Context: an optimization exercise on an open-source flow, tuned for small area, a short achievable clock period and few clock cycles. The choices shown serve that exercise and are no tape-out recipe.
At most, simulation tests tie the RTL to the original design; equivalence was not proved.

Setup of build 8:
==> module hv_bundler, before the edit <==
module hv_bundler #(
  parameter int unsigned LANES = 16
) (
  input  logic   clk_i,
  input  logic   rst_i,
  input  logic   start_i,
  input  logic   n_zero_i,
  input  logic   wr_pend_i,
  input  hdc_pkg::count_t num_items_i,
  input  logic [LANES*hdc_pkg::IM_DEPTH-1:0] y_i,
  input  logic [hdc_pkg::IM_DEPTH-1:0]       mask_i,
  output logic [LANES-1:0] grp_o,
  output logic   hold_o,
  output logic   busy_o,
  output logic   done_o,
  output hdc_pkg::hv_t    qhv_o,
  output logic   qhv_valid_o
);
  localparam int unsigned D = hdc_pkg::IM_DEPTH;
  logic       phl_q, ph1_q, ph2_q, ph3_q;
  logic       accept;
  logic [2:0]         qcap_q;    
  logic [2:0]         rhalf_q;   
  logic [4:0]         thr_q [9];   
  logic [LANES-1:0]   maj;
  logic [LANES-1:0]   part_q;
  assign accept = start_i && !n_zero_i && !phl_q && !ph1_q && !ph2_q;
  assign busy_o = phl_q || ph1_q || ph2_q || ph3_q;
  assign hold_o = phl_q;
  logic [LANES-1:0] par_q;
  logic             par_dec_q;
  always_ff @(posedge clk_i) begin
    if (rst_i) begin
      par_q     <= '0;
      par_dec_q <= 1'b0;
    end else begin
      par_q     <= ~par_q;
      par_dec_q <= ~par_dec_q;
    end
  end
  assign grp_o = par_q;
  always_ff @(posedge clk_i) begin
    if (rst_i) begin
      phl_q       <= 1'b0;
      ph1_q       <= 1'b0;
      ph2_q       <= 1'b0;
      ph3_q       <= 1'b0;
      done_o      <= 1'b0;
      qhv_valid_o <= 1'b0;
    end else begin
      phl_q       <= accept && wr_pend_i;
      ph1_q       <= (accept && !wr_pend_i) || phl_q;
      ph2_q       <= ph1_q;
      ph3_q       <= ph2_q;
      qhv_valid_o <= ph3_q;
      if (accept) begin
        done_o <= 1'b0;
      end else if (ph3_q) begin
        done_o <= 1'b1;
      end
    end
  end
  always_ff @(posedge clk_i) begin
    qcap_q  <= (num_items_i[7:6] != 2'd0) ? 3'd4 : {1'b0, num_items_i[5:4]};
    rhalf_q <= num_items_i[3:1];
  end
  for (genvar h = 0; h < 9; h++) begin : g_thr
    logic [5:0] base, step, t;
    assign base = {3'b0, rhalf_q} + 6'd1;
    if (h <= 4) begin : g_up
      assign step = 6'(qcap_q * (8 - 2 * h));
      assign t    = base + step;
      always_ff @(posedge clk_i) begin
        thr_q[h] <= (t > 6'd16) ? 5'd16 : t[4:0];
      end
    end else begin : g_down
      assign step = 6'(qcap_q * (2 * h - 8));
      assign t    = base - step;
      always_ff @(posedge clk_i) begin
        thr_q[h] <= (base > step) ? t[4:0] : 5'd0;
      end
    end
  end
  function automatic logic [1:0] fadd(input logic a, input logic b, input logic c);
    fadd = {(a & b) | (a & c) | (b & c), a ^ b ^ c};
  endfunction
  function automatic logic [10:0] csa16(input logic [15:0] v);
    logic [1:0] f0, f1, f2, f3, f4;
    f0 = fadd(v[0],  v[1],  v[2]);
    f1 = fadd(v[3],  v[4],  v[5]);
    f2 = fadd(v[6],  v[7],  v[8]);
    f3 = fadd(v[9],  v[10], v[11]);
    f4 = fadd(v[12], v[13], v[14]);
    csa16 = {f4[1], f3[1], f2[1], f1[1], f0[1], v[15], f4[0], f3[0], f2[0], f1[0], f0[0]};
  endfunction
  function automatic logic [2:0] count6(input logic [5:0] v);
    logic [1:0] a, b;
    a = fadd(v[0], v[1], v[2]);
    b = fadd(v[3], v[4], v[5]);
    count6 = {1'b0, a} + {1'b0, b};
  endfunction
  for (genvar l = 0; l < LANES; l++) begin : g_lane
    logic [D-1:0] y, ym;
    logic [10:0]  all_q, ext_c_q;   
    logic [2:0]   ones_all, ones_ext, twos_all, twos_ext;
    logic [3:0]   half;             
    logic [3:0]   s_ext;
    logic [8:0]   half_q;           
    logic [3:0]   ext_q;            
    logic [4:0]   thr;
    assign y  = y_i[l*D +: D];
    assign ym = y & mask_i;
    always_ff @(posedge clk_i) begin
      all_q   <= csa16(y);
      ext_c_q <= csa16(ym);
    end
    assign ones_all = count6(all_q[5:0]);
    assign twos_all = count6({1'b0, all_q[10:6]});
    assign ones_ext = count6(ext_c_q[5:0]);
    assign twos_ext = count6({1'b0, ext_c_q[10:6]});
    assign half  = {2'b0, ones_all[2:1]} + {1'b0, twos_all};
    assign s_ext = {1'b0, ones_ext} + {twos_ext, 1'b0};
    always_ff @(posedge clk_i) begin
      for (int h = 0; h < 9; h++) half_q[h] <= (half == 4'(h));
      ext_q <= s_ext;
    end
    always_comb begin
      thr = '0;
      for (int h = 0; h < 9; h++) thr = thr | (half_q[h] ? thr_q[h] : 5'd0);
    end
    assign maj[l] = ({1'b0, ext_q} >= thr);
  end
  always_ff @(posedge clk_i) begin
    part_q <= maj;
  end
  always_ff @(posedge clk_i) begin
    if (ph3_q) qhv_o <= par_dec_q ? {maj, part_q} : {part_q, maj};
  end
endmodule
Settings: LEC_CHECK=0, ABC_AREA=1, CAP_MARGIN=20, CORE_MARGIN=2, CORE_UTILIZATION=40, SETUP_SLACK_MARGIN=2.3, SLEW_MARGIN=20; clock period 5.0 ns.
run.sh (not shown) runs the stock make flow with config.mk's settings and CLKGATE_MAP_FILE= SYNTH_SCRIPT=/design/flow/synth_recipe.tcl, a recipe that flattens the netlist after the stock synthesis.
Testbench counts of build 8, summed over its fixed seeds: cycles 2,576.
The following lists how trial 9 was set up differently from build 8:
--- a/flow/design.v
+++ b/flow/design.v
@@ -304,5 +304,5 @@
     logic [3:0]   half;             
     logic [3:0]   s_ext;
-    logic [8:0]   half_q;           
+    logic [3:0]   half_q;           
     logic [3:0]   ext_q;            
     logic [4:0]   thr;
@@ -320,10 +320,10 @@
     assign s_ext = {1'b0, ones_ext} + {twos_ext, 1'b0};
     always_ff @(posedge clk_i) begin
-      for (int h = 0; h < 9; h++) half_q[h] <= (half == 4'(h));
+      half_q <= half;
       ext_q <= s_ext;
     end
     always_comb begin
       thr = '0;
-      for (int h = 0; h < 9; h++) thr = thr | (half_q[h] ? thr_q[h] : 5'd0);
+      for (int h = 0; h < 9; h++) thr = thr | ((half_q == 4'(h)) ? thr_q[h] : 5'd0);
     end
     assign maj[l] = ({1'b0, ext_q} >= thr);
--- outcome ---
Number of multi-input combinational cells of trial 9 falls short of that of build 8 slightly.
Compared with build 8, non-clock buffer count in trial 9 increased by more than a quarter.
Per the comparison of trial 9 with build 8, starting density of the core flat, summed area of non-filler cells in the final layout up 0.34%, growth of design area from synthesis to finish up 2.3 points.
When trial 9 is set beside build 8, its worst slew slack as a fraction of its limit turns out to be 2.0 points larger.
Function not checked in trial 9: the RTL went through the layout flow alone.

-- static timing again, ports no longer ideal --
The flow's constraints put no driver on any port. The routed layouts listed below were extracted and timed again, unchanged, in two steps.
Step 1 assumes that a clkbuf_16 drives the clock port and a buf_2 every other input.
Step 2 also shifts input and output timing later by t, the mid clock arrival at the registers, as if the neighbouring blocks saw the same clock.
Slacks: ideal / step 1 / step 2; pairs: ideal / step 1.
| run | shift t [ns] | slack for setup (ns) | clock arrival spread, ns | cell pins on the clock port's net |
|---|---|---|---|---|
| build 8 | 0.882 | 2.350 / 2.274 / 1.714 | 0.031 / 0.032 | 1 |
| trial 9 | 0.887 | 2.267 / 2.267 / 1.483 | 0.045 / 0.045 | 1 |
After both steps setup and hold are still met in every run listed. For trial 9, which loses most, drivers alone change the setup slack by 0.000 ns; drivers and shift together by -0.784 ns.
